Context: an optimization exercise on an open-source flow, tuned for small area. The choices shown serve that exercise and are no tape-out recipe. The RTL was checked by simulation tests, not by an equivalence proof against the original design. No activity file was given, so power comes from the tool's default toggle rates.

===== flow/flow/fapol.py =====
#!/usr/bin/env python3
"""Rewrite full-adder cells whose inputs are mostly inverted: a full adder is self-dual,
fa(~a, ~b, ~c) = (~sum, ~cout), so such a cell is replaced by one on the true inputs with
inverters on its outputs. The logic is unchanged; the later ABC pass removes the inverter
pairs this leaves. usage: fapol.py in.v out.v"""
import re, sys
src = open(sys.argv[1]).read()
cell_re = re.compile(r'(\n\s*)(sky130_fd_sc_hd__\w+)\s+(\S+)\s*\((.*?)\);', re.S)
pin_re = re.compile(r'\.(\w+)\(([^()]*)\)')
cells = []
for m in cell_re.finditer(src):
    pins = {p: n.strip() for p, n in pin_re.findall(m.group(4))}
    cells.append((m, m.group(2), m.group(3), pins))
inv_of = {}
for m, typ, name, pins in cells:
    if re.fullmatch(r'sky130_fd_sc_hd__(clk)?inv_\d+', typ):
        inv_of[pins['Y']] = pins['A']
new_wires = []
new_cells = []
k = 0
def fresh():
    global k
    k += 1
    w = '_fapol_%d_' % k
    new_wires.append(w)
    return w
repl = {}
for m, typ, name, pins in cells:
    if typ != 'sky130_fd_sc_hd__fa_1':
        continue
    ins = [pins[p] for p in ('A', 'B', 'CIN')]
    if sum(1 for n in ins if n in inv_of) < 2:
        continue
    newpins = {}
    for p in ('A', 'B', 'CIN'):
        n = pins[p]
        if n in inv_of:
            newpins[p] = inv_of[n]
        else:
            w = fresh()
            new_cells.append('  sky130_fd_sc_hd__inv_1 _fapol_inv_%d_ (.A(%s ), .Y(%s ));' % (k, n, w))
            newpins[p] = w
    for p in ('SUM', 'COUT'):
        n = pins.get(p)
        w = fresh()
        newpins[p] = w
        if n:
            new_cells.append('  sky130_fd_sc_hd__inv_1 _fapol_inv_%d_ (.A(%s ), .Y(%s ));' % (k, w, n))
    body = ', '.join('.%s(%s )' % (p, newpins[p]) for p in ('A', 'B', 'CIN', 'COUT', 'SUM'))
    repl[m.start()] = (m.end(), '%s%s %s (%s);' % (m.group(1), typ, name, body))
out = []
pos = 0
for start in sorted(repl):
    end, text = repl[start]
    out.append(src[pos:start]); out.append(text); pos = end
out.append(src[pos:])
res = ''.join(out)
decl = ''.join('  wire %s;\n' % w for w in new_wires) + '\n'.join(new_cells) + '\n'
i = res.rindex('endmodule')
res = res[:i] + decl + res[i:]
open(sys.argv[2], 'w').write(res)
print('fa cells rewritten:', len(repl), file=sys.stderr)

===== flow/design.v =====
package bbps_pkg;
   localparam int SAMPLES_PER_TICK_DEFAULT = 15;
   localparam int ADC_W      = 10;
   localparam int TIME_W     = 32;
   localparam int CV_W       = 9;
   localparam int PHASE_W    = 3;
   localparam int SUM_W      = 14;
   localparam int CSR_DATA_W = 32;
   localparam int CSR_ADDR_W = 5;
   localparam logic [CV_W-1:0]   CHARGE_FULL_CV_RESET = CV_W'(350);
   localparam logic [CV_W-1:0]   LOW_LIMIT_CV_RESET   = CV_W'(280);
   localparam logic [CV_W-1:0]   DISCONNECT_CV_RESET  = CV_W'(50);
   localparam logic [TIME_W-1:0] STEPUP_TIME_RESET    = TIME_W'(20000);
   localparam logic [TIME_W-1:0] GRACE_TIME_RESET     = TIME_W'(20000);
   localparam logic [ADC_W-1:0]  NO_SUPPLY_CODE_RESET = ADC_W'(1020);
   localparam logic [CV_W-1:0]   NO_SUPPLY_CV = CV_W'(1);
endpackage
module bbps_csr (
   input  logic                                clock,
   input  logic                                reset,
   input  logic                                psel,
   input  logic                                penable,
   input  logic                                pwrite,
   input  logic [bbps_pkg::CSR_ADDR_W-1:0]     paddr,
   input  logic [bbps_pkg::CSR_DATA_W-1:0]     pwdata,
   output logic [bbps_pkg::CSR_DATA_W-1:0]     prdata,
   output logic                                pready,
   output logic [bbps_pkg::CV_W-1:0]           charge_full_cv,
   output logic [bbps_pkg::CV_W-1:0]           low_limit_cv,
   output logic [bbps_pkg::CV_W-1:0]           disconnect_cv,
   output logic [bbps_pkg::TIME_W-1:0]         stepup_time_ms_n,
   output logic [bbps_pkg::TIME_W-1:0]         grace_time_ms,
   output logic [bbps_pkg::ADC_W-1:0]          no_supply_code
);
   logic [2:0] index;
   logic       write_en;
   assign index    = paddr[bbps_pkg::CSR_ADDR_W-1:2];
   assign write_en = psel && penable && pwrite;
   assign pready   = 1'b1;
   always_comb begin
      case (index)
         3'd0:    prdata = bbps_pkg::CSR_DATA_W'(charge_full_cv);
         3'd1:    prdata = bbps_pkg::CSR_DATA_W'(low_limit_cv);
         3'd2:    prdata = bbps_pkg::CSR_DATA_W'(disconnect_cv);
         3'd3:    prdata = ~stepup_time_ms_n;
         3'd4:    prdata = grace_time_ms;
         3'd5:    prdata = bbps_pkg::CSR_DATA_W'(no_supply_code);
         default: prdata = '0;
      endcase
   end
   always_ff @(posedge clock) begin
      if (reset) begin
         charge_full_cv <= bbps_pkg::CHARGE_FULL_CV_RESET;
         low_limit_cv   <= bbps_pkg::LOW_LIMIT_CV_RESET;
         disconnect_cv  <= bbps_pkg::DISCONNECT_CV_RESET;
         stepup_time_ms_n <= ~bbps_pkg::STEPUP_TIME_RESET;
         grace_time_ms  <= bbps_pkg::GRACE_TIME_RESET;
         no_supply_code <= bbps_pkg::NO_SUPPLY_CODE_RESET;
      end else if (write_en) begin
         case (index)
            3'd0: charge_full_cv <= pwdata[bbps_pkg::CV_W-1:0];
            3'd1: low_limit_cv   <= pwdata[bbps_pkg::CV_W-1:0];
            3'd2: disconnect_cv  <= pwdata[bbps_pkg::CV_W-1:0];
            3'd3: stepup_time_ms_n <= ~pwdata;
            3'd4: grace_time_ms  <= pwdata;
            3'd5: no_supply_code <= pwdata[bbps_pkg::ADC_W-1:0];
            default: ;
         endcase
      end
   end
endmodule
module bbps_rca #(
   parameter int W = 8
) (
   input  logic [W-1:0] a,
   input  logic [W-1:0] b,
   input  logic         cin,
   output logic [W-1:0] s,
   output logic         cout
);
   logic [W:0] c;
   assign c[0] = cin;
   for (genvar i = 0; i < W; i++) begin : g_bit
      assign s[i]   = a[i] ^ b[i] ^ c[i];
      assign c[i+1] = (a[i] & b[i]) | (a[i] & c[i]) | (b[i] & c[i]);
   end
   assign cout = c[W];
endmodule
module bbps_inc #(
   parameter int W = 8
) (
   input  logic [W-1:0] a,
   input  logic         cin,
   output logic [W-1:0] s,
   output logic         cout
);
   logic [W:0] c;
   assign c[0] = cin;
   for (genvar i = 0; i < W; i++) begin : g_bit
      assign s[i]   = a[i] ^ c[i];
      assign c[i+1] = a[i] & c[i];
   end
   assign cout = c[W];
endmodule
module bbps_ge #(
   parameter int W = 8
) (
   input  logic [W-1:0] a,
   input  logic [W-1:0] b,
   output logic         ge
);
   logic [W:0] c;
   assign c[0] = 1'b1;
   for (genvar i = 0; i < W; i++) begin : g_bit
      assign c[i+1] = (a[i] & ~b[i]) | (a[i] & c[i]) | (~b[i] & c[i]);
   end
   assign ge = c[W];
endmodule
module bbps_acc (
   input  logic [9:0]                 q0,
   input  logic [3:0]                 r0,
   input  logic [bbps_pkg::ADC_W-1:0] adc_sample,
   output logic [9:0]                 q,
   output logic [3:0]                 r
);
   logic [5:0] a;
   logic [3:0] b;
   logic [6:0] x;
   logic [4:0] y;
   logic       ge15;
   logic [3:0] y1;
   assign a = adc_sample[9:4];
   assign b = adc_sample[3:0];
   logic [3:0] cs_s;
   logic [3:0] cs_c;
   for (genvar i = 0; i < 4; i++) begin : g_csa
      assign cs_s[i] = r0[i] ^ b[i] ^ a[i];
      assign cs_c[i] = (r0[i] & b[i]) | (r0[i] & a[i]) | (b[i] & a[i]);
   end
   logic xc;
   assign x[0] = cs_s[0];
   bbps_rca #(.W(3)) u_x0 (.a(cs_s[3:1]), .b(cs_c[2:0]), .cin(1'b0), .s(x[3:1]), .cout(xc));
   bbps_rca #(.W(2)) u_x1 (.a(a[5:4]), .b({1'b0, cs_c[3]}), .cin(xc), .s(x[5:4]), .cout(x[6]));
   logic yc;
   bbps_rca #(.W(3)) u_y (.a(x[6:4]), .b(x[2:0]), .cin(1'b0), .s(y[2:0]), .cout(yc));
   assign y[3] = x[3] ^ yc;
   assign y[4] = x[3] & yc;
   assign ge15 = y[4] | (y[3] & y[2] & y[1] & y[0]);
   bbps_inc #(.W(4)) u_y1 (.a(y[3:0]), .cin(1'b1), .s(y1), .cout());
   assign r = ge15 ? y1 : y[3:0];
   logic [6:0] ax;
   logic       axc;
   bbps_rca #(.W(3)) u_ax0 (.a(a[2:0]), .b(x[6:4]), .cin(ge15), .s(ax[2:0]), .cout(axc));
   bbps_inc #(.W(3)) u_ax1 (.a(a[5:3]), .cin(axc), .s(ax[5:3]), .cout(ax[6]));
   logic qc;
   bbps_rca #(.W(7)) u_q0 (.a(q0[6:0]), .b(ax), .cin(1'b0), .s(q[6:0]), .cout(qc));
   bbps_inc #(.W(3)) u_q1 (.a(q0[9:7]), .cin(qc), .s(q[9:7]), .cout());
endmodule
module bbps_avg (
   input  logic [9:0]                     avg,
   input  logic [bbps_pkg::ADC_W-1:0]     no_supply_code,
   output logic [bbps_pkg::CV_W-1:0]      cv_new
);
   logic [11:0] avg3;
   logic        m3c;
   assign avg3[0] = avg[0];
   bbps_rca #(.W(9)) u_m3 (.a(avg[9:1]), .b(avg[8:0]), .cin(1'b0), .s(avg3[9:1]), .cout(m3c));
   bbps_inc #(.W(1)) u_m3h (.a(avg[9]), .cin(m3c), .s(avg3[10]), .cout(avg3[11]));
   logic        borrow7;
   logic [9:0]  hi;
   logic        hc;
   assign borrow7 = |avg3[6:0];
   bbps_rca #(.W(5)) u_s0 (.a(avg[4:0]), .b(~avg3[11:7]), .cin(~borrow7), .s(hi[4:0]), .cout(hc));
   logic [5:0] dc;
   assign dc[0] = hc;
   for (genvar i = 0; i < 5; i++) begin : g_dec
      assign hi[5+i]  = ~(avg[5+i] ^ dc[i]);
      assign dc[i+1]  = avg[5+i] | dc[i];
   end
   logic no_supply;
   bbps_ge #(.W(10)) u_ns (.a(avg), .b(no_supply_code), .ge(no_supply));
   assign cv_new = no_supply ? bbps_pkg::NO_SUPPLY_CV : hi[9:1];
endmodule
module bbps_seq (
   input  logic                           clock,
   input  logic                           reset,
   input  logic                           step,
   input  logic [bbps_pkg::CV_W-1:0]      cv,
   input  logic [bbps_pkg::TIME_W-1:0]    req_now_ms,
   output logic [bbps_pkg::TIME_W-1:0]    now_in,
   output logic                           carry_in,
   input  logic [bbps_pkg::TIME_W-1:0]    now_ms,
   input  logic                           carry_ms,
   input  logic [bbps_pkg::CV_W-1:0]      charge_full_cv,
   input  logic [bbps_pkg::CV_W-1:0]      low_limit_cv,
   input  logic [bbps_pkg::CV_W-1:0]      disconnect_cv,
   input  logic [bbps_pkg::TIME_W-1:0]    stepup_time_ms_n,
   output logic [bbps_pkg::PHASE_W-1:0]   phase_code,
   output logic                           stepup_on,
   output logic                           meter_power_on
);
   localparam logic [2:0] ST_INIT         = 3'd0;
   localparam logic [2:0] ST_CHARGE       = 3'd1;
   localparam logic [2:0] ST_START_STEPUP = 3'd2;
   localparam logic [2:0] ST_STEPUP       = 3'd3;
   localparam logic [2:0] ST_METER        = 3'd4;
   localparam logic [2:0] ST_NORMAL       = 3'd5;
   localparam logic [2:0] ST_INIT_STEPUP  = 3'd6;
   logic [2:0]                  state_ff;
   logic [bbps_pkg::TIME_W-1:0] stepup_start_n_ff;
   logic                        in_stepup;
   logic                        in_charge;
   assign in_stepup = state_ff == ST_STEPUP;
   assign in_charge = state_ff == ST_CHARGE;
   logic [15:0] elapsed_lo;
   logic        carry_lo;
   bbps_rca #(.W(16)) u_lo (
      .a(req_now_ms[15:0]), .b(stepup_start_n_ff[15:0]), .cin(in_stepup), .s(elapsed_lo), .cout(carry_lo));
   assign now_in   = {req_now_ms[31:16], elapsed_lo};
   assign carry_in = carry_lo;
   logic [bbps_pkg::TIME_W-1:0] elapsed;
   assign elapsed[15:0] = now_ms[15:0];
   bbps_rca #(.W(16)) u_hi (
      .a(now_ms[31:16]), .b(stepup_start_n_ff[31:16]), .cin(carry_ms), .s(elapsed[31:16]), .cout());
   logic [bbps_pkg::TIME_W:0] tc;
   assign tc[0] = 1'b0;
   for (genvar i = 0; i < bbps_pkg::TIME_W; i++) begin : g_to
      assign tc[i+1] = (elapsed[i] & stepup_time_ms_n[i]) | (elapsed[i] & tc[i]) | (stepup_time_ms_n[i] & tc[i]);
   end
   logic timed_out;
   assign timed_out = tc[bbps_pkg::TIME_W];
   logic connected;
   logic above;
   bbps_ge #(.W(bbps_pkg::CV_W)) u_dis (.a(cv), .b(disconnect_cv), .ge(connected));
   bbps_ge #(.W(bbps_pkg::CV_W)) u_thr (.a(cv), .b(in_charge ? charge_full_cv : low_limit_cv), .ge(above));
   assign phase_code     = {state_ff[2] & ~state_ff[1], state_ff[1] & ~state_ff[2], state_ff[0]};
   assign stepup_on      = state_ff[2] | (state_ff[1] & state_ff[0]);
   assign meter_power_on = state_ff[2] & state_ff[0];
   logic [2:0] state_step;
   always_comb begin
      state_step = state_ff;
      if (!connected) begin
         state_step = ST_CHARGE;
      end else begin
         case (state_ff)
            ST_CHARGE:       if (above) state_step = ST_START_STEPUP;
            ST_START_STEPUP: state_step = ST_STEPUP;
            ST_STEPUP: begin
               if (!above) state_step = ST_INIT_STEPUP;
               else if (timed_out) state_step = ST_METER;
            end
            ST_METER:        state_step = ST_NORMAL;
            ST_NORMAL:       ;
            default:         state_step = ST_CHARGE;
         endcase
      end
   end
   always_ff @(posedge clock) begin
      if (reset) begin
         state_ff <= ST_INIT;
      end else if (step) begin
         state_ff <= state_step;
      end
   end
   logic start_load;
   assign start_load = connected && in_charge && above;
   always_ff @(posedge clock) begin
      if (step && (start_load || state_step == ST_CHARGE)) begin
         stepup_start_n_ff <= start_load ? ~now_ms : '0;
      end
   end
endmodule
module battery_boost_power_sequencer_core (
   input  logic                                clock,
   input  logic                                reset,
   input  logic                                req_valid,
   output logic                                req_stall,
   input  logic [41:0]                         req_data,
   output logic                                rsp_valid,
   input  logic                                rsp_stall,
   output logic [15:0]                         rsp_data,
   input  logic                                psel,
   input  logic                                penable,
   input  logic                                pwrite,
   input  logic [bbps_pkg::CSR_ADDR_W-1:0]     paddr,
   input  logic [bbps_pkg::CSR_DATA_W-1:0]     pwdata,
   output logic [bbps_pkg::CSR_DATA_W-1:0]     prdata,
   output logic                                pready
);
   logic                         in_valid_ff;
   logic [9:0]                   in_q_ff;
   logic [3:0]                   in_r_ff;
   logic [bbps_pkg::TIME_W-1:0]  in_now_ff;
   logic                         in_carry_ff;
   logic [bbps_pkg::TIME_W-1:0]  now_in;
   logic                         carry_in;
   logic                         rsp_valid_ff;
   logic [3:0]                   count_ff;
   logic [bbps_pkg::CV_W-1:0]    batt_cv_ff;
   logic                         advance;
   logic                         last_sample;
   logic                         group_done;
   logic                         group_open;
   logic [9:0]                   q_new;
   logic [3:0]                   r_new;
   logic [bbps_pkg::CV_W-1:0]    charge_full_cv;
   logic [bbps_pkg::CV_W-1:0]    low_limit_cv;
   logic [bbps_pkg::CV_W-1:0]    disconnect_cv;
   logic [bbps_pkg::TIME_W-1:0]  stepup_time_ms_n;
   logic [bbps_pkg::TIME_W-1:0]  grace_time_ms;
   logic [bbps_pkg::ADC_W-1:0]   no_supply_code;
   logic [bbps_pkg::CV_W-1:0]    cv_new;
   logic [bbps_pkg::PHASE_W-1:0] phase_code;
   logic                         stepup_on;
   logic                         meter_power_on;
   assign advance     = in_valid_ff && (!rsp_valid_ff || !rsp_stall);
   assign req_stall   = in_valid_ff && !advance;
   assign rsp_valid   = rsp_valid_ff;
   assign last_sample = count_ff == 4'd14;
   assign group_done  = count_ff == 4'd0;
   assign rsp_data    = {group_done, phase_code, 1'b1, stepup_on, meter_power_on, batt_cv_ff};
   assign group_open  = in_valid_ff ? !last_sample : !group_done;
   bbps_acc u_acc (
      .q0         (group_open ? in_q_ff : 10'd0),
      .r0         (group_open ? in_r_ff : 4'd0),
      .adc_sample (req_data[41:32]),
      .q          (q_new),
      .r          (r_new)
   );
   bbps_csr u_csr (
      .clock          (clock),
      .reset          (reset),
      .psel           (psel),
      .penable        (penable),
      .pwrite         (pwrite),
      .paddr          (paddr),
      .pwdata         (pwdata),
      .prdata         (prdata),
      .pready         (pready),
      .charge_full_cv (charge_full_cv),
      .low_limit_cv   (low_limit_cv),
      .disconnect_cv  (disconnect_cv),
      .stepup_time_ms_n (stepup_time_ms_n),
      .grace_time_ms  (grace_time_ms),
      .no_supply_code (no_supply_code)
   );
   bbps_avg u_avg (
      .avg            (in_q_ff),
      .no_supply_code (no_supply_code),
      .cv_new         (cv_new)
   );
   bbps_seq u_seq (
      .clock          (clock),
      .reset          (reset),
      .step           (advance && last_sample),
      .cv             (cv_new),
      .req_now_ms     (req_data[31:0]),
      .now_in         (now_in),
      .carry_in       (carry_in),
      .now_ms         (in_now_ff),
      .carry_ms       (in_carry_ff),
      .charge_full_cv (charge_full_cv),
      .low_limit_cv   (low_limit_cv),
      .disconnect_cv  (disconnect_cv),
      .stepup_time_ms_n (stepup_time_ms_n),
      .phase_code     (phase_code),
      .stepup_on      (stepup_on),
      .meter_power_on (meter_power_on)
   );
   always_ff @(posedge clock) begin
      if (reset) begin
         in_valid_ff  <= 1'b0;
         rsp_valid_ff <= 1'b0;
         count_ff     <= '0;
         batt_cv_ff   <= '0;
      end else begin
         in_valid_ff  <= (req_valid && !req_stall) || req_stall;
         rsp_valid_ff <= advance || (rsp_valid_ff && rsp_stall);
         if (advance) begin
            count_ff <= last_sample ? 4'd0 : count_ff + 4'd1;
            if (last_sample) batt_cv_ff <= cv_new;
         end
      end
      if (req_valid && !req_stall) begin
         in_q_ff     <= q_new;
         in_r_ff     <= r_new;
         in_now_ff   <= now_in;
         in_carry_ff <= carry_in;
      end
   end
endmodule

===== flow/flow/resynth.abc =====
strash
dch -f
amap -F 20 -A 30 -C 5000

===== flow/standard.sh =====
#!/bin/bash
# synth_recipe.tcl (not shown) runs the flow's synth.tcl, then flattens the netlist and writes it again
# the make line also repeats each setting of config.mk as NAME=value (left out here)
make -C /OpenROAD-flow-scripts/flow DESIGN_CONFIG=/design/flow/config.mk WORK_HOME=/design/flow/orfs CLKGATE_MAP_FILE= SYNTH_SCRIPT=/design/flow/synth_recipe.tcl "${@:-finish}"

===== flow/config.mk =====
export PLATFORM = sky130hd
export DESIGN_NAME = battery_boost_power_sequencer_core
export DESIGN_NICKNAME = battery_boost_power_sequencer_core
export VERILOG_FILES = /design/flow/design.v
export SDC_FILE = /design/flow/constraint.sdc
export NUM_CORES = 4
export LEC_CHECK = 0
export ABC_AREA = 1
export CAP_MARGIN = 20
export CORE_MARGIN = 2
export CORE_UTILIZATION = 50
export SLEW_MARGIN = 20

===== flow/flow/run.sh =====
#!/bin/bash
# Layout flow: the standard synthesis (standard.sh synth, unchanged), then the
# combinational logic between the registers is mapped again by ABC for area (registers,
# full adder cells and tie cells are kept as they are, by name and cell type; full
# adders fed by inverters are first turned around by fapol.py), then
# the rest of the standard layout with buf_1 port buffers and no CTS dummy loads.
set -euo pipefail
HERE=$(pwd)
LIB=$FLOW_HOME/platforms/sky130hd/lib/sky130_fd_sc_hd__tt_025C_1v80.lib
YOSYS=$FLOW_HOME/../tools/install/yosys/bin/yosys
command -v yosys >/dev/null 2>&1 && YOSYS=$(command -v yosys)
RES=$HERE/orfs/results/sky130hd/battery_boost_power_sequencer_core/base

export BUFFER_PORTS_ARGS="-buffer_cell sky130_fd_sc_hd__buf_1"
export CTS_ARGS="-sink_clustering_enable -repair_clock_nets -dont_use_dummy_load -buf_list \"sky130_fd_sc_hd__clkbuf_4 sky130_fd_sc_hd__clkbuf_8\" -sink_clustering_max_diameter 60"

bash standard.sh synth > $HERE/flow_synth.log 2>&1

cp $RES/1_2_yosys.v $HERE/standard_1_2_yosys.v
# full adders with inverted inputs become full adders on the true inputs (self-dual)
python3 $HERE/flow/fapol.py $HERE/standard_1_2_yosys.v $HERE/fapol_1_2_yosys.v > $HERE/fapol.log 2>&1
cat > $HERE/resynth.ys <<EOY
read_liberty -ignore_miss_func -ignore_miss_dir $LIB
read_verilog $HERE/fapol_1_2_yosys.v
hierarchy -check -top $FLOW_TOP
blackbox sky130_fd_sc_hd__dfxtp_1 sky130_fd_sc_hd__edfxtp_1 sky130_fd_sc_hd__conb_1 sky130_fd_sc_hd__fa_1
flatten
rename -hide w:*
opt -purge
read_liberty -lib -overwrite $LIB
abc -script $HERE/flow/resynth.abc -liberty $LIB -dont_use sky130_fd_sc_hd__lpflow_bleeder_1 -dont_use sky130_fd_sc_hd__lpflow_clkbufkapwr_1 -dont_use sky130_fd_sc_hd__lpflow_clkbufkapwr_16 -dont_use sky130_fd_sc_hd__lpflow_clkbufkapwr_2 -dont_use sky130_fd_sc_hd__lpflow_clkbufkapwr_4 -dont_use sky130_fd_sc_hd__lpflow_clkbufkapwr_8 -dont_use sky130_fd_sc_hd__lpflow_clkinvkapwr_1 -dont_use sky130_fd_sc_hd__lpflow_clkinvkapwr_16 -dont_use sky130_fd_sc_hd__lpflow_clkinvkapwr_2 -dont_use sky130_fd_sc_hd__lpflow_clkinvkapwr_4 -dont_use sky130_fd_sc_hd__lpflow_clkinvkapwr_8 -dont_use sky130_fd_sc_hd__lpflow_decapkapwr_12 -dont_use sky130_fd_sc_hd__lpflow_decapkapwr_3 -dont_use sky130_fd_sc_hd__lpflow_decapkapwr_4 -dont_use sky130_fd_sc_hd__lpflow_decapkapwr_6 -dont_use sky130_fd_sc_hd__lpflow_decapkapwr_8 -dont_use sky130_fd_sc_hd__lpflow_inputiso0n_1 -dont_use sky130_fd_sc_hd__lpflow_inputiso0p_1 -dont_use sky130_fd_sc_hd__lpflow_inputiso1n_1 -dont_use sky130_fd_sc_hd__lpflow_inputiso1p_1 -dont_use sky130_fd_sc_hd__lpflow_inputisolatch_1 -dont_use sky130_fd_sc_hd__lpflow_isobufsrc_1 -dont_use sky130_fd_sc_hd__lpflow_isobufsrc_16 -dont_use sky130_fd_sc_hd__lpflow_isobufsrc_2 -dont_use sky130_fd_sc_hd__lpflow_isobufsrc_4 -dont_use sky130_fd_sc_hd__lpflow_isobufsrc_8 -dont_use sky130_fd_sc_hd__lpflow_isobufsrckapwr_16 -dont_use sky130_fd_sc_hd__lpflow_lsbuf_lh_hl_isowell_tap_1 -dont_use sky130_fd_sc_hd__lpflow_lsbuf_lh_hl_isowell_tap_2 -dont_use sky130_fd_sc_hd__lpflow_lsbuf_lh_hl_isowell_tap_4 -dont_use sky130_fd_sc_hd__lpflow_lsbuf_lh_isowell_4 -dont_use sky130_fd_sc_hd__lpflow_lsbuf_lh_isowell_tap_1 -dont_use sky130_fd_sc_hd__lpflow_lsbuf_lh_isowell_tap_2 -dont_use sky130_fd_sc_hd__lpflow_lsbuf_lh_isowell_tap_4 -dont_use sky130_fd_sc_hd__probe_p_8 -dont_use sky130_fd_sc_hd__probec_p_8  -D 12000
splitnets
opt_clean -purge
hilomap -singleton -hicell sky130_fd_sc_hd__conb_1 HI -locell sky130_fd_sc_hd__conb_1 LO
insbuf -buf sky130_fd_sc_hd__buf_4 A X
check -assert -mapped
tee -o $HERE/resynth_stat.txt stat -liberty $LIB
write_verilog -noattr -nohex -nodec $HERE/resynth_1_2_yosys.v
EOY
$YOSYS -s $HERE/resynth.ys > $HERE/resynth_yosys.log 2>&1
cp $HERE/resynth_1_2_yosys.v $RES/1_2_yosys.v

bash standard.sh do-1_synth > $HERE/flow_synth_odb.log 2>&1
bash standard.sh finish > $HERE/flow_finish.log 2>&1

===== flow/constraint.sdc =====
create_clock -name core_clock -period 12.0 [get_ports {clock}]
set_input_delay 2.4000 -clock core_clock [delete_from_list [all_inputs] [get_ports {clock}]]
set_output_delay 2.4000 -clock core_clock [all_outputs]
set_load 0.01 [all_outputs]

==> qor.txt, run 1 <==
Final Max Slew Viols: 0
Synth Cell Area: 0.009301 mm2
Syn_area_per_cell: 10.39 um2
CP most frequent cell: fa_1
CTS tree: done
Leakage dissipation: 3.554 nW
CTS Buf Count: 17
Hold path startpoint: batt_cv_ff[1]$_SDFFE_PP0P_
Pin count of the biggest net entering global routing: 64
Reg2reg start: in_now_ff[16]$_DFFE_PP_
Via Count: 7,482
Port Buffers: 132
Pwr/cell area: 157.7 mW/mm2
Clock power frac: 0.201
Worst Hold Path Cells: 2
Clock latency on the worst-skew pair: 0.48 ns
DIE WIDTH: 140.4 um
FP Rows: 49
R2R Setup Slk: 2.40 ns
Hold WC Path Type: reg2reg
CP Capture Type: register
Critical path startpoint category: input pin
RSZ-0062 raised after global routing: false
Max-Cap Viols: 0
Max Buffers Root-to-Sink: 2
Htree depth: 4
Clk root buf: clkbuf_8
Switching Share: 0.3459
Total gr overflow: 0
GR Util All Layers: 0.2565
DRC errors left: 0
Post-CTS resize count: 0
Setup Skew: 0.03483 ns
R2r endpoint: u_seq.stepup_start_n_ff[28]$_SDFFCE_PN0P_
Comb power frac: 0.325
Slew HR: 0.3264
Reg power frac: 0.474
Drt pass-1 iters: 6
Ports: 137
Kind of critical path: in2reg
Diode count: 0
Initial Utilization: 0.5143
# nets final: 1,209
Setup Buffers After CTS: 0
Actual slew at the worst max-slew pin: 1.004 ns
Clock transition at the registers of the reported paths: 0.09 ns
CORE AREA: 0.01809 mm2
Cell count after placement: 1,273
Crit-path slowest cell: fa_1
Initial antenna violation count: 0
Worst Hold End: batt_cv_ff[1]$_SDFFE_PP0P_
Fin cells: 1,290
Vias in the first global route: 7,259
Final Critical Period: 9.649 ns
Fin Hold WS: 0.4600 ns
Final setup viols: 0
Vias per std cell: 5.800
Final period utilization: 0.8041
Synthesis-to-finish area growth: 12.63%
GP Congestion: 0.8585
Die height: 140.4 um
Final setup TNS: 0 ns
Critical path's largest stage delay: 0.52 ns
DR WL/cell: 18.90 um
Max frequency: 0.1036 GHz
First DRT Iteration DRCs: 693
Endpoints failing hold: 0
ANT nets after route: 0
Clock sinks: 198
Synth Instances: 895
Worst EP arrival: 9.87 ns
Internal power: 0.001081 W
Hpwl dp: 17,520 um
Drt total wl: 24,380 um
Synth warn: 3
Outcome: finished clean
First-pass GRT wire length: 39,290 um
CP max FO: 3
Worst Path Required: 12.22 ns
CTS Hold Bufs: 0
Fraction of layout cells with a size suffix above 1: 0.03676
Peak supply drop: 0.09979 mV
Psw: 0.0005716 W
Total Die Area: 0.01971 mm2
Worst r2r path cells: 27
## power groups by stage
stage	clock network, W	logic, W	registers, W
2_1_floorplan	0	0.000373	0.000791
3_3_place_gp	0	0.000519	0.000799
3_5_place_dp	0	0.000540	0.000800
4_1_cts	0.000338	0.000542	0.000785
5_1_grt	0.000365	0.000616	0.000790
6_report	0.000332	0.000537	0.000783
## worst max path at each step
stage	slack (ns)	end	start	cells past startpoint
global placement	1.99	in_q_ff[9]$_DFFE_PP_	req_data[38]	26
finish	2.35	in_q_ff[9]$_DFFE_PP_	req_data[38]	26
global route	1.87	u_seq.stepup_start_n_ff[6]$_SDFFCE_PN0P_	in_now_ff[16]$_DFFE_PP_	27
floorplan	1.25	u_seq.stepup_start_n_ff[0]$_SDFFCE_PN0P_	in_now_ff[16]$_DFFE_PP_	26
CTS	2.30	u_seq.stepup_start_n_ff[6]$_SDFFCE_PN0P_	in_now_ff[16]$_DFFE_PP_	27
detailed placement	1.85	in_q_ff[9]$_DFFE_PP_	req_data[38]	26
## critical path: cells and delay by family
kind | cells | cell delay (ns)
adders and majority gates | 14 | 5.82
and+or+nand+nor | 5 | 0.89
buffers and inverters | 4 | 0.40
AOI/OAI and AO/OA | 3 | 0.36
## layout make-up
class	count	area (um2)
well taps	229	286.5
fillers	1684	7610
repair buffers	149	624.3
inverters	87	326.6
clock buffers	17	234.0
flip-flops and latches	198	4755
multi-input cells	610	4250
## routing by layer
layer  global-route usage  wire [um]
met5                    0          0
met4              0.06645        348
met3              0.04239       1493
met2               0.3769      10470
met1               0.3959      12070
## placed cells by master, fill, tap and decap left out, types with 2 or more instances in the layout
cell      count
nand2_1     108
clkbuf_8     17
or2_0         6
buf_1       131
nor4_1        2
a21oi_1      25
dfxtp_1     119
nand3_1       3
o21ai_0      60
a22oi_1      69
fa_1         60
clkinv_1     87
nor2_1      129
buf_4        17
o211ai_1     27
a211oi_1      3
nor3_1        9
nor2b_1       9
a32o_1        2
o22ai_1      29
a22o_1        2
o21a_1        3
a221oi_1      3
conb_1        2
o221ai_1     29
a222oi_1     15
edfxtp_1     79
## state kept, by name, indices dropped and copies added (netlist names)
signal	flops
in_now_ff	32
u_csr.grace_time_ms	32
u_csr.stepup_time_ms_n	32
u_seq.stepup_start_n_ff	32
in_q_ff	10
u_csr.no_supply_code	10
batt_cv_ff	9
u_csr.charge_full_cv	9
u_csr.disconnect_cv	9
u_csr.low_limit_cv	9
count_ff	4
in_r_ff	4
u_seq.state_ff	3
in_carry_ff	1
in_valid_ff	1
rsp_valid_ff	1
## per-stage QoR
stage	power, W	cell area, um2	util	worst slack (ns)
4_1_cts	0.001665	10480	0.5792	2.300
3_3_place_gp	0.001319	10240	0.5663	1.990
2_1_floorplan	0.001165	9305	-	1.247
5_1_grt	0.001771	10480	0.5792	1.873
3_5_place_dp	0.001340	10240	0.5663	1.852
6_report	0.001652	10480	0.5792	2.351
==> run 2: changes to the inputs <==
--- a/flow/flow/run.sh
+++ b/flow/flow/run.sh
@@ -12,7 +12,7 @@
 RES=$HERE/orfs/results/sky130hd/battery_boost_power_sequencer_core/base
 
 export BUFFER_PORTS_ARGS="-buffer_cell sky130_fd_sc_hd__buf_1"
-export CTS_ARGS="-sink_clustering_enable -repair_clock_nets -dont_use_dummy_load -buf_list \"sky130_fd_sc_hd__clkbuf_4 sky130_fd_sc_hd__clkbuf_8\" -sink_clustering_max_diameter 60"
+export CTS_ARGS="-sink_clustering_enable -repair_clock_nets -dont_use_dummy_load -buf_list sky130_fd_sc_hd__clkbuf_8"
 
 bash standard.sh synth > $HERE/flow_synth.log 2>&1
 
--- a/flow/config.mk
+++ b/flow/config.mk
@@ -8,5 +8,5 @@
 export ABC_AREA = 1
 export CAP_MARGIN = 20
 export CORE_MARGIN = 2
-export CORE_UTILIZATION = 50
+export CORE_UTILIZATION = 65
 export SLEW_MARGIN = 20
==> run 2 against run 1 <==
Still clean on timing, DRC and antenna. Die area shrank 22%. Sequential cell count is the same. Worst setup slack gained 0.050 ns. Critical endpoint unchanged. Largest power group unchanged. Highest routed layer unchanged.
==> qor.txt, run 2 <==
Ports: 137 (unchanged)
Port Buffers: 132 (unchanged)
Fraction of layout cells with a size suffix above 1: 0.03679 (about the same)
Total Die Area: 0.01528 mm2 (-22%)
Drt pass-1 iters: 9 (+3)
Clk root buf: clkbuf_8
RSZ-0062 raised after global routing: false
Synth Instances: 895 (unchanged)
FP Rows: 43 (-12%)
Max Buffers Root-to-Sink: 2 (unchanged)
Clock transition at the registers of the reported paths: 0.09 ns (about the same)
CP most frequent cell: fa_1
# nets final: 1,208 (-0.083%)
Worst Path Required: 12.22 ns (about the same)
Synth Cell Area: 0.009301 mm2 (unchanged)
Most frequent cells in the layout: 131 x buf_1, 129 x nor2_1, 119 x dfxtp_1
Vias in the first global route: 6,797 (-6.4%)
Initial Utilization: 0.6675 (+0.1532)
CORE AREA: 0.01393 mm2 (-23%)
Syn_area_per_cell: 10.39 um2 (unchanged)
First DRT Iteration DRCs: 895 (+29%)
Max frequency: 0.1042 GHz (+0.52%)
Total gr overflow: 0 (unchanged)
CP max FO: 3 (unchanged)
Final Critical Period: 9.600 ns (-0.04967 ns)
Critical path's largest stage delay: 0.53 ns (about the same)
ANT nets after route: 0 (unchanged)
Post-CTS resize count: 0 (unchanged)
Clock sinks: 198 (unchanged)
Clock latency on the worst-skew pair: 0.47 ns (about the same)
CTS Buf Count: 17 (unchanged)
Final period utilization: 0.8000 (-0.004139)
Pin count of the biggest net entering global routing: 64 (unchanged)
CP Capture Type: register
Reg2reg start: in_now_ff[16]$_DFFE_PP_
Final setup viols: 0 (unchanged)
Kind of critical path: in2reg
Critical Path Source: req_data[38]
Die height: 123.6 um (-12%)
Setup Buffers After CTS: 0 (unchanged)
Final setup TNS: 0 ns (unchanged)
Cell area after layout: 0.01043 mm2 (-0.42%)
CTS tree: done
Crit-path slowest cell: fa_1
Critical path startpoint category: input pin
Hold path startpoint: batt_cv_ff[3]$_SDFFE_PP0P_
Slew HR: 0.3433 (+0.01696)
Hold WC Path Type: reg2reg
Final Max Slew Viols: 0 (unchanged)
Placement Cell Area: 0.01017 mm2 (-0.74%)
CTS Hold Bufs: 0 (unchanged)
Initial antenna violation count: 0 (unchanged)
Pwr/cell area: 157.7 mW/mm2 (about the same)
Max-Cap Viols: 0 (unchanged)
DR top layer: met4
Hpwl dp: 16,200 um (-7.5%)
Endpoints failing hold: 0 (unchanged)
Htree depth: 4 (unchanged)
DIE WIDTH: 123.6 um (-12%)
Synthesis-to-finish area growth: 12.16%
Outcome: finished clean
Actual slew at the worst max-slew pin: 0.9814 ns (-0.02285 ns)
Worst EP arrival: 9.82 ns (-0.05 ns)
Drt total wl: 22,610 um (-7.3%)
Leakage dissipation: 3.560 nW (+0.15%)
DR WL/cell: 18.23 um (-3.5%)
Setup Skew: 0.03560 ns (+0.0007719 ns)
Synth warn: 3 (unchanged)
DRC errors left: 0 (unchanged)
Diode count: 0 (unchanged)
Via Count: 7,556 (+0.99%)
Vias per std cell: 6.094 (+5.1%)
Routed met1 length: 10,150 um (-16%)
GR Util All Layers: 0.3038 (+0.04738)
GP Congestion: 0.9338 (+8.8%)
First-pass GRT wire length: 34,770 um (-12%)
Met3 WL: 2366 um (+58%)
Wire length on met2: 9749 um (-6.8%)
Peak supply drop: 0.1780 mV (+78%)
Commonest non-fill, non-tap cell in the layout: buf_1
run 2: area by class of cell:
cell class / count / area (um2)
clock buffers: 17 / 234.0
fillers: 1033 / 3502
inverters: 87 / 326.6
multi-input cells: 610 / 4255
flip-flops and latches: 198 / 4755
well taps: 180 / 225.2
repair buffers: 148 / 636.9
run 2: report_power, final:
part           leakage (nW)  internal [W]  switching (W)
Combinational          1.78      0.000203       0.000337
Clock                 0.122      0.000126       0.000196
Sequential             1.66      0.000752      0.0000321
run 2: critical path, delay by kind of cell:
kind	cells	cell delay, ns
AND/OR/NAND/NOR	5	0.87
adder cells (fa/ha/maj)	14	5.79
buffers and inverters	4	0.41
AO/OA/AOI/OAI	3	0.34
run 2: path summary, 6_finish.rpt:
check | to | slack [ns] | cells after the start
min reg2reg | batt_cv_ff[3]$_SDFFE_PP0P_ | 0.46 | 2
max reg2reg | u_seq.stepup_start_n_ff[25]$_SDFFCE_PN0P_ | 2.52 | 27
max | in_q_ff[9]$_DFFE_PP_ | 2.40 | 26
min | batt_cv_ff[3]$_SDFFE_PP0P_ | 0.46 | 2
run 2: through the flow:
step	std cells	hold slack (ns)	setup WS (ns)	util	total power, W
final	1240	0.4579	2.400	0.7487	0.001645
after global routing	1240	0.4955	2.007	0.7487	0.001753
after CTS	1239	0.4648	2.397	0.7463	0.001645
after detailed placement	1222	0.4422	1.918	0.7296	0.001331
after global placement	1222	0.4339	2.030	0.7296	0.001306
after floorplan	896	0.4309	1.247	-	0.001165
run 2: routing by layer:
layer,track usage,vias up
met2,0.4327,387
met5,0,-
met3,0.07601,36
met1,0.4677,3524
li1,-,3609
met4,0.07813,0
==> run 3: changes to the inputs <==
--- a/flow/config.mk
+++ b/flow/config.mk
@@ -8,5 +8,5 @@
 export ABC_AREA = 1
 export CAP_MARGIN = 20
 export CORE_MARGIN = 2
-export CORE_UTILIZATION = 65
+export CORE_UTILIZATION = 50
 export SLEW_MARGIN = 20
==> run 3 against run 2 <==
Synthesized area unchanged. Critical path depth is the same. Largest power group unchanged. Routed wire length grew 7.8%. Combinational power hardly changed. Utilization down 17 points. Clock-buffer cell count stayed put. Sequential cell count stayed put. Hold slack improved by 0.0021 ns. Highest routed layer unchanged. Sequential power barely moved. Total power grew 0.44%. Global-route usage fell by 4.7 points. First-iteration DRC count decreased by 23%.
==> qor.txt, run 3 <==
Synth Instances: 895 (unchanged)
Final Max Slew Viols: 0 (unchanged)
Post-CTS resize count: 0 (unchanged)
Clock power frac: 0.201 (+0.005)
Port Buffers: 132 (unchanged)
Synth Cell Area: 0.009301 mm2 (unchanged)
Crit-path slowest cell: fa_1
Psw: 0.0005716 W (+1.2%)
CP most frequent cell: fa_1
CP max FO: 3 (unchanged)
GP Congestion: 0.8585 (-8.1%)
Drt pass-1 iters: 6 (-3)
Hold WC Path Type: reg2reg
Clock sinks: 198 (unchanged)
Critical path startpoint category: input pin
Kind of critical path: in2reg
Endpoints failing hold: 0 (unchanged)
Max frequency: 0.1036 GHz (-0.51%)
Largest delay share family, worst path: adder cells
R2R Setup Slk: 2.40 ns (-0.12 ns)
First DRT Iteration DRCs: 693 (-23%)
Setup Buffers After CTS: 0 (unchanged)
Syn_area_per_cell: 10.39 um2 (unchanged)
Htree depth: 4 (unchanged)
Final period utilization: 0.8041 (+0.004139)
Fin cells: 1,290 (+4.0%)
Ports: 137 (unchanged)
Switching Share: 0.3459 (+0.002548)
Worst Path Required: 12.22 ns (about the same)
GR Util All Layers: 0.2565 (-0.04738)
Max-Cap Viols: 0 (unchanged)
Comb power frac: 0.325 (-0.003)
Pwr/cell area: 157.7 mW/mm2 (about the same)
FP Rows: 49 (+14%)
Diode count: 0 (unchanged)
CTS Hold Bufs: 0 (unchanged)
Slew HR: 0.3264 (-0.01696)
Final Total Pwr: 0.001652 W (+0.44%)
Clk root buf: clkbuf_8
Max Buffers Root-to-Sink: 2 (unchanged)
Leakage dissipation: 3.554 nW (-0.15%)
Total gr overflow: 0 (unchanged)
Initial antenna violation count: 0 (unchanged)
DIE WIDTH: 140.4 um (+14%)
Hold path startpoint: batt_cv_ff[1]$_SDFFE_PP0P_
Bufs and invs on worst path: 4 (unchanged)
ANT nets after route: 0 (unchanged)
Reg2reg start: in_now_ff[16]$_DFFE_PP_
Final setup TNS: 0 ns (unchanged)
CP Capture Type: register
Initial Utilization: 0.5143 (-0.1532)
# nets final: 1,209 (+0.083%)
Total Die Area: 0.01971 mm2 (+29%)
Fraction of layout cells with a size suffix above 1: 0.03676 (about the same)
Most frequent cells in the layout: 131 x buf_1, 129 x nor2_1, 119 x dfxtp_1
Clock latency on the worst-skew pair: 0.48 ns (about the same)
Final Critical Period: 9.649 ns (+0.04967 ns)
Outcome: finished clean
CORE AREA: 0.01809 mm2 (+30%)
Worst Hold End: batt_cv_ff[1]$_SDFFE_PP0P_
RSZ-0062 raised after global routing: false
Drt total wl: 24,380 um (+7.8%)
Final setup viols: 0 (unchanged)
Synth warn: 3 (unchanged)
Cell count after placement: 1,273 (+4.2%)
Peak supply drop: 0.09979 mV (-44%)
Via Count: 7,482 (-0.98%)
Fin Hold WS: 0.4600 ns (+0.002113 ns)
Die height: 140.4 um (+14%)
Synthesis-to-finish area growth: 12.63%
First-pass GRT wire length: 39,290 um (+13%)
Reg power frac: 0.474 (-0.002)
Actual slew at the worst max-slew pin: 1.004 ns (+0.02285 ns)
Critical path's largest stage delay: 0.52 ns (about the same)
Pin count of the biggest net entering global routing: 64 (unchanged)
Setup Skew: 0.03483 ns (-0.0007719 ns)
Worst r2r path cells: 27 (unchanged)
Clock transition at the registers of the reported paths: 0.09 ns (about the same)
Hpwl dp: 17,520 um (+8.1%)
Internal power: 0.001081 W (about the same)
Vias in the first global route: 7,259 (+6.8%)
R2r endpoint: u_seq.stepup_start_n_ff[28]$_SDFFCE_PN0P_
DR WL/cell: 18.90 um (+3.7%)
Cell area after layout: 0.01048 mm2 (+0.42%)
Worst Hold Path Cells: 2 (unchanged)
DRC errors left: 0 (unchanged)
CTS tree: done
Commonest non-fill, non-tap cell in the layout: buf_1
CTS Buf Count: 17 (unchanged)
Worst EP arrival: 9.87 ns (+0.05 ns)
Vias per std cell: 5.800 (-4.8%)
Placement Cell Area: 0.01024 mm2 (+0.75%)
run 3: how the worst max path moves through the flow:
stage / from / endpoint / cells past startpoint / slack (ns)
floorplan: in_now_ff[16]$_DFFE_PP_ / u_seq.stepup_start_n_ff[0]$_SDFFCE_PN0P_ / 26 / 1.25
global placement: req_data[38] / in_q_ff[9]$_DFFE_PP_ / 26 / 1.99
detailed placement: req_data[38] / in_q_ff[9]$_DFFE_PP_ / 26 / 1.85
CTS: in_now_ff[16]$_DFFE_PP_ / u_seq.stepup_start_n_ff[6]$_SDFFCE_PN0P_ / 27 / 2.30
global route: in_now_ff[16]$_DFFE_PP_ / u_seq.stepup_start_n_ff[6]$_SDFFCE_PN0P_ / 27 / 1.87
finish: req_data[38] / in_q_ff[9]$_DFFE_PP_ / 26 / 2.35
run 3: metrics by stage:
step	util	setup slack, ns
finish	0.5792	2.351
global route	0.5792	1.873
CTS	0.5792	2.300
detailed placement	0.5663	1.852
global placement	0.5663	1.990
floorplan	-	1.247
run 3: power by group through the flow:
stage,clock (W),combinational [W],sequential (W)
floorplan,0,0.000373,0.000791
global placement,0,0.000519,0.000799
detailed placement,0,0.000540,0.000800
CTS,0.000338,0.000542,0.000785
global route,0.000365,0.000616,0.000790
finish,0.000332,0.000537,0.000783
run 3: final cells by class:
class                      instances  area, um2
clock buffer                      17      234.0
fill                            1684       7610
inverter                          87      326.6
multi-input combinational        610       4250
sequential                       198       4755
tap                              229      286.5
timing repair buffer             149      624.3
run 3: layer usage:
| metal | part of all wire | global-route usage | vias to the layer above | routed length, um |
|---|---|---|---|---|
| li1 | - | - | 3601 | - |
| met2 | 0.43 | 0.3769 | 248 | 10470 |
| met3 | 0.061 | 0.04239 | 23 | 1493 |
| met5 | 0 | 0 | - | 0 |
| met1 | 0.50 | 0.3959 | 3610 | 12070 |
| met4 | 0.014 | 0.06645 | 0 | 348 |
run 3: tightest hold or removal path, cell delays in order, from the launching register on:
cell     delay (ns)
dfxtp_1        0.33
nand2_1        0.04
o21ai_0        0.05
==> run 4: changes to the inputs <==
--- a/flow/design.v
+++ b/flow/design.v
@@ -270,7 +270,9 @@
       end
    end
 endmodule
-module battery_boost_power_sequencer_core (
+module battery_boost_power_sequencer_core #(
+   parameter int SAMPLES_PER_TICK = bbps_pkg::SAMPLES_PER_TICK_DEFAULT
+) (
    input  logic                                clock,
    input  logic                                reset,
    input  logic                                req_valid,
==> run 4 against run 3 <==
Critical path depth stayed put. Sequential share of layout area stayed put. Maximum frequency stayed put. Via count stayed put. Largest power group unchanged.
==> qor.txt, run 4 <==
Outcome: finished clean
Drt total wl: 24,380 um (unchanged)
Clock transition at the registers of the reported paths: 0.09 ns (about the same)
Fin cells: 1,290 (unchanged)
Worst Path Required: 12.22 ns (about the same)
Via Count: 7,482 (unchanged)
Leakage dissipation: 3.554 nW (unchanged)
Worst EP arrival: 9.87 ns (about the same)
DRC errors left: 0 (unchanged)
Port Buffers: 132 (unchanged)
Reg power frac: 0.474 (about the same)
FP Rows: 49 (unchanged)
Fraction of layout cells with a size suffix above 1: 0.03676 (unchanged)
Actual slew at the worst max-slew pin: 1.004 ns (unchanged)
Psw: 0.0005716 W (unchanged)
Final setup TNS: 0 ns (unchanged)
Synth Instances: 895 (unchanged)
Synth warn: 3 (unchanged)
Final Critical Period: 9.649 ns (unchanged)
CP max FO: 3 (unchanged)
Hold WC Path Type: reg2reg
Clock power frac: 0.201 (about the same)
Final setup viols: 0 (unchanged)
GP Congestion: 0.8585 (unchanged)
CTS Hold Bufs: 0 (unchanged)
Vias per std cell: 5.800 (unchanged)
Setup Buffers After CTS: 0 (unchanged)
Total Die Area: 0.01971 mm2 (unchanged)
CTS tree: done
Ports: 137 (unchanged)
DIE WIDTH: 140.4 um (unchanged)
Syn_area_per_cell: 10.39 um2 (unchanged)
Commonest non-fill, non-tap cell in the layout: buf_1
CORE AREA: 0.01809 mm2 (unchanged)
Most frequent cells in the layout: 131 x buf_1, 129 x nor2_1, 119 x dfxtp_1
# nets final: 1,209 (unchanged)
Final Max Slew Viols: 0 (unchanged)
ANT nets after route: 0 (unchanged)
Clock sinks: 198 (unchanged)
Diode count: 0 (unchanged)
Drt pass-1 iters: 6 (unchanged)
Clock latency on the worst-skew pair: 0.48 ns (about the same)
Total gr overflow: 0 (unchanged)
Pin count of the biggest net entering global routing: 64 (unchanged)
RSZ-0062 raised after global routing: false
Synthesis-to-finish area growth: 12.63% (unchanged)
Die height: 140.4 um (unchanged)
Initial antenna violation count: 0 (unchanged)
Comb power frac: 0.325 (about the same)
Internal power: 0.001081 W (unchanged)
CTS Buf Count: 17 (unchanged)
Max Buffers Root-to-Sink: 2 (unchanged)
Setup Skew: 0.03483 ns (unchanged)
Dpl ws: 1.852 ns (unchanged)
Clk root buf: clkbuf_8
Switching Share: 0.3459 (unchanged)
Final Worst Setup Slack: 2.351 ns (unchanged)
Max frequency: 0.1036 GHz (unchanged)
Post-CTS resize count: 0 (unchanged)
Final period utilization: 0.8041 (unchanged)
Pwr/cell area: 157.7 mW/mm2 (unchanged)
Htree depth: 4 (unchanged)
Critical path startpoint category: input pin
First-pass GRT wire length: 39,290 um (unchanged)
Synth Cell Area: 0.009301 mm2 (unchanged)
GR Util All Layers: 0.2565 (unchanged)
Vias in the first global route: 7,259 (unchanged)
Endpoints failing hold: 0 (unchanged)
Layout filler cell count: 1,684 (unchanged)
Cell count after placement: 1,273 (unchanged)
Initial Utilization: 0.5143 (unchanged)
Hpwl dp: 17,520 um (unchanged)
CP Capture Type: register
First DRT Iteration DRCs: 693 (unchanged)
DR WL/cell: 18.90 um (unchanged)
Peak supply drop: 0.09979 mV (unchanged)
Slew HR: 0.3264 (unchanged)
Kind of critical path: in2reg
Max-Cap Viols: 0 (unchanged)
run 4: path summary, 6_finish.rpt:
check	depth (start not counted)	startpoint	endpoint	slack, ns
worst min-delay path	2	batt_cv_ff[1]$_SDFFE_PP0P_	batt_cv_ff[1]$_SDFFE_PP0P_	0.46
worst max-delay path	26	req_data[38]	in_q_ff[9]$_DFFE_PP_	2.35
worst max register to register	27	in_now_ff[16]$_DFFE_PP_	u_seq.stepup_start_n_ff[28]$_SDFFCE_PN0P_	2.40
worst min register to register	2	batt_cv_ff[1]$_SDFFE_PP0P_	batt_cv_ff[1]$_SDFFE_PP0P_	0.46
run 4: power by group through the flow:
stage	clock network (W)	logic, W	registers [W]
floorplan	0	0.000373	0.000791
global placement	0	0.000519	0.000799
detailed placement	0	0.000540	0.000800
CTS	0.000338	0.000542	0.000785
global route	0.000365	0.000616	0.000790
finish	0.000332	0.000537	0.000783
run 4: layer usage:
layer	part of all wire	vias to the layer above	global-route usage
met1	0.50	3610	0.3959
met3	0.061	23	0.04239
met5	0	-	0
met2	0.43	248	0.3769
li1	-	3601	-
met4	0.014	0	0.06645
run 4: final cells by class:
type | instances | area (um2) | area share
inverters | 87 | 326.6 | 0.03117
clock buffers | 17 | 234.0 | 0.02233
repair buffers | 149 | 624.3 | 0.05960
well taps | 229 | 286.5 | 0.02735
multi-input cells | 610 | 4250 | 0.4057
flip-flops and latches | 198 | 4755 | 0.4538
run 4: worst max-delay path, stage by stage:
cell	delay [ns]
buf_1	0.12
fa_1	0.52
clkinv_1	0.08
fa_1	0.44
fa_1	0.43
fa_1	0.40
nor2_1	0.29
a21oi_1	0.16
fa_1	0.45
fa_1	0.50
nand3_1	0.16
a21oi_1	0.15
fa_1	0.40
fa_1	0.39
fa_1	0.52
clkinv_1	0.13
fa_1	0.44
fa_1	0.39
fa_1	0.39
fa_1	0.37
clkinv_1	0.07
fa_1	0.18
and2_0	0.20
nand2_1	0.11
nor2_1	0.13
a21oi_1	0.05
run 4: per-stage QoR:
stage	hold slack (ns)	utilization	total power [W]	cell area (um2)
after detailed placement	0.4436	0.5663	0.001340	10240
after global placement	0.4344	0.5663	0.001319	10240
after CTS	0.4651	0.5792	0.001665	10480
after global routing	0.4964	0.5792	0.001771	10480
after floorplan	0.4309	-	0.001165	9305
final	0.4600	0.5792	0.001652	10480
==> run 5: changes to the inputs <==
--- a/flow/flow/run.sh
+++ b/flow/flow/run.sh
@@ -12,7 +12,7 @@
 RES=$HERE/orfs/results/sky130hd/battery_boost_power_sequencer_core/base
 
 export BUFFER_PORTS_ARGS="-buffer_cell sky130_fd_sc_hd__buf_1"
-export CTS_ARGS="-sink_clustering_enable -repair_clock_nets -dont_use_dummy_load -buf_list sky130_fd_sc_hd__clkbuf_8"
+export CTS_ARGS="-repair_clock_nets -dont_use_dummy_load -buf_list sky130_fd_sc_hd__clkbuf_8"
 
 bash standard.sh synth > $HERE/flow_synth.log 2>&1
 
==> run 5 against run 4 <==
Routed wire length is the same. Worst setup slack is the same. Critical path type unchanged. Non-clock buffer count is the same. Sequential cell count is the same. Clock skew is the same. Synthesized area is the same. Largest cell class unchanged. Sequential power is essentially flat. Largest power group unchanged. Total power is the same.
==> qor.txt, run 5 <==
Worst Path Required: 12.22 ns (about the same)
Kind of critical path: in2reg
Initial antenna violation count: 0 (unchanged)
Worst r2r path cells: 27 (unchanged)
Synth warn: 3 (unchanged)
Final Max Slew Viols: 0 (unchanged)
Die height: 140.4 um (unchanged)
CTS Hold Bufs: 0 (unchanged)
Drt total wl: 24,380 um (unchanged)
Initial Utilization: 0.5143 (unchanged)
Clock latency on the worst-skew pair: 0.48 ns (about the same)
Peak supply drop: 0.09979 mV (unchanged)
Met3 usage in global routing: 0.04239 (unchanged)
GP Congestion: 0.8585 (unchanged)
Drt pass-1 iters: 6 (unchanged)
Actual slew at the worst max-slew pin: 1.004 ns (unchanged)
DRC errors left: 0 (unchanged)
Max-Cap Viols: 0 (unchanged)
First DRT Iteration DRCs: 693 (unchanged)
Vias in the first global route: 7,259 (unchanged)
Endpoints failing hold: 0 (unchanged)
R2R Setup Slk: 2.40 ns (about the same)
CORE AREA: 0.01809 mm2 (unchanged)
Final setup viols: 0 (unchanged)
Post-CTS resize count: 0 (unchanged)
Via Count: 7,482 (unchanged)
Synth Instances: 895 (unchanged)
CP max FO: 3 (unchanged)
Htree depth: 4 (unchanged)
GR Util All Layers: 0.2565 (unchanged)
Fraction of layout cells with a size suffix above 1: 0.03676 (unchanged)
DR WL/cell: 18.90 um (unchanged)
Most frequent cells in the layout: 131 x buf_1, 129 x nor2_1, 119 x dfxtp_1
CTS Buf Count: 17 (unchanged)
Total Die Area: 0.01971 mm2 (unchanged)
Commonest non-fill, non-tap cell in the layout: buf_1
Clock transition at the registers of the reported paths: 0.09 ns (about the same)
Synthesis-to-finish area growth: 12.63% (unchanged)
Ports: 137 (unchanged)
Final core occ: 0.5792 (unchanged)
Synth Cell Area: 0.009301 mm2 (unchanged)
Hpwl dp: 17,520 um (unchanged)
CP Capture Type: register
Met2 Track Usage GR: 0.3769 (unchanged)
R2r endpoint: u_seq.stepup_start_n_ff[28]$_SDFFCE_PN0P_
Most used routing layer: met1
FP Rows: 49 (unchanged)
Outcome: finished clean
First-pass GRT wire length: 39,290 um (unchanged)
GR met1 Demand/Resource: 0.3959 (unchanged)
Clock sinks: 198 (unchanged)
ANT nets after route: 0 (unchanged)
Final Total Pwr: 0.001652 W (unchanged)
# nets final: 1,209 (unchanged)
Total gr overflow: 0 (unchanged)
Final Critical Period: 9.649 ns (unchanged)
Max frequency: 0.1036 GHz (unchanged)
Hold WC Path Type: reg2reg
RSZ-0062 raised after global routing: false
Max Buffers Root-to-Sink: 2 (unchanged)
Reg2reg start: in_now_ff[16]$_DFFE_PP_
Setup Skew: 0.03483 ns (unchanged)
Worst EP arrival: 9.87 ns (about the same)
Critical path startpoint category: input pin
CTS tree: done
Syn_area_per_cell: 10.39 um2 (unchanged)
Clk root buf: clkbuf_8
Diode count: 0 (unchanged)
Critical Path Source: req_data[38]
Vias per std cell: 5.800 (unchanged)
Setup Buffers After CTS: 0 (unchanged)
Crit path to: in_q_ff[9]$_DFFE_PP_
Slew HR: 0.3264 (unchanged)
Layout filler cell count: 1,684 (unchanged)
Leakage dissipation: 3.554 nW (unchanged)
Port Buffers: 132 (unchanged)
Pin count of the biggest net entering global routing: 64 (unchanged)
Final setup TNS: 0 ns (unchanged)
Pwr/cell area: 157.7 mW/mm2 (unchanged)
Final period utilization: 0.8041 (unchanged)
DIE WIDTH: 140.4 um (unchanged)
[run 5: critical path, cell delays in order]
cell and delay, ns:
buf_1 0.12, fa_1 0.52, clkinv_1 0.08, fa_1 0.44, fa_1 0.43, fa_1 0.40
nor2_1 0.29, a21oi_1 0.16, fa_1 0.45, fa_1 0.50, nand3_1 0.16, a21oi_1 0.15
fa_1 0.40, fa_1 0.39, fa_1 0.52, clkinv_1 0.13, fa_1 0.44, fa_1 0.39
fa_1 0.39, fa_1 0.37, clkinv_1 0.07, fa_1 0.18, and2_0 0.20, nand2_1 0.11
nor2_1 0.13, a21oi_1 0.05
[run 5: routing by layer]
metal | vias up | wire length (um)
met3 | 23 | 1493
met5 | - | 0
met1 | 3610 | 12070
met4 | 0 | 348
met2 | 248 | 10470
li1 | 3601 | -
[run 5: through the flow]
| step | hold WS (ns) | instance area, um2 | cells | setup slack, ns |
|---|---|---|---|---|
| floorplan | 0.4309 | 9305 | 896 | 1.247 |
| global placement | 0.4344 | 10240 | 1273 | 1.990 |
| detailed placement | 0.4436 | 10240 | 1273 | 1.852 |
| CTS | 0.4651 | 10480 | 1290 | 2.300 |
| global route | 0.4964 | 10480 | 1290 | 1.873 |
| finish | 0.4600 | 10480 | 1290 | 2.351 |
[run 5: worst min path at each step]
stage	start	end	slack, ns	cells past startpoint
floorplan	u_csr.grace_time_ms[5]$_SDFFE_PP1P_	u_csr.grace_time_ms[5]$_SDFFE_PP1P_	0.43	2
global placement	batt_cv_ff[3]$_SDFFE_PP0P_	batt_cv_ff[3]$_SDFFE_PP0P_	0.43	2
detailed placement	batt_cv_ff[2]$_SDFFE_PP0P_	batt_cv_ff[2]$_SDFFE_PP0P_	0.44	2
CTS	batt_cv_ff[2]$_SDFFE_PP0P_	batt_cv_ff[2]$_SDFFE_PP0P_	0.47	2
global route	batt_cv_ff[2]$_SDFFE_PP0P_	batt_cv_ff[2]$_SDFFE_PP0P_	0.50	2
finish	batt_cv_ff[1]$_SDFFE_PP0P_	batt_cv_ff[1]$_SDFFE_PP0P_	0.46	2
[run 5: power breakdown]
| group | internal (W) | leakage, nW | switching [W] |
|---|---|---|---|
| combinational | 0.000204 | 1.77 | 0.000333 |
| sequential | 0.000751 | 1.66 | 0.0000320 |
| clock | 0.000126 | 0.122 | 0.000206 |
[run 5: cell type report]
type | count | area [um2] | area share
Clock buffer | 17 | 234.0 | 0.02233
Inverter | 87 | 326.6 | 0.03117
Multi-Input combinational cell | 610 | 4250 | 0.4057
Sequential cell | 198 | 4755 | 0.4538
Tap cell | 229 | 286.5 | 0.02735
Timing Repair Buffer | 149 | 624.3 | 0.05960

==> re-timing with driven ports <==
The results above use ideal ports. As a check the final layouts listed here were re-extracted and re-timed, cells and wires unchanged. Step 1 assumes that a clkbuf_16 drives the clock port and a buf_2 every other input. Step 2 also shifts input and output timing later by t, the mid clock arrival at the registers, as if the neighbouring blocks saw the same clock. Slacks: no drivers / after step 1 / after step 2; pairs: no drivers / after step 1.
run	shift t [ns]	setup slack, ns	hold slack, ns
run 1	0.503	2.351 / 2.371 / 1.868	0.460 / 0.460 / 0.460
run 2	0.492	2.400 / 2.420 / 1.928	0.458 / 0.458 / 0.458
run 3	0.503	2.351 / 2.371 / 1.868	0.460 / 0.460 / 0.460
run 4	0.503	2.351 / 2.371 / 1.868	0.460 / 0.460 / 0.460
run 5	0.503	2.351 / 2.371 / 1.868	0.460 / 0.460 / 0.460
After both steps every run listed still meets setup and hold.
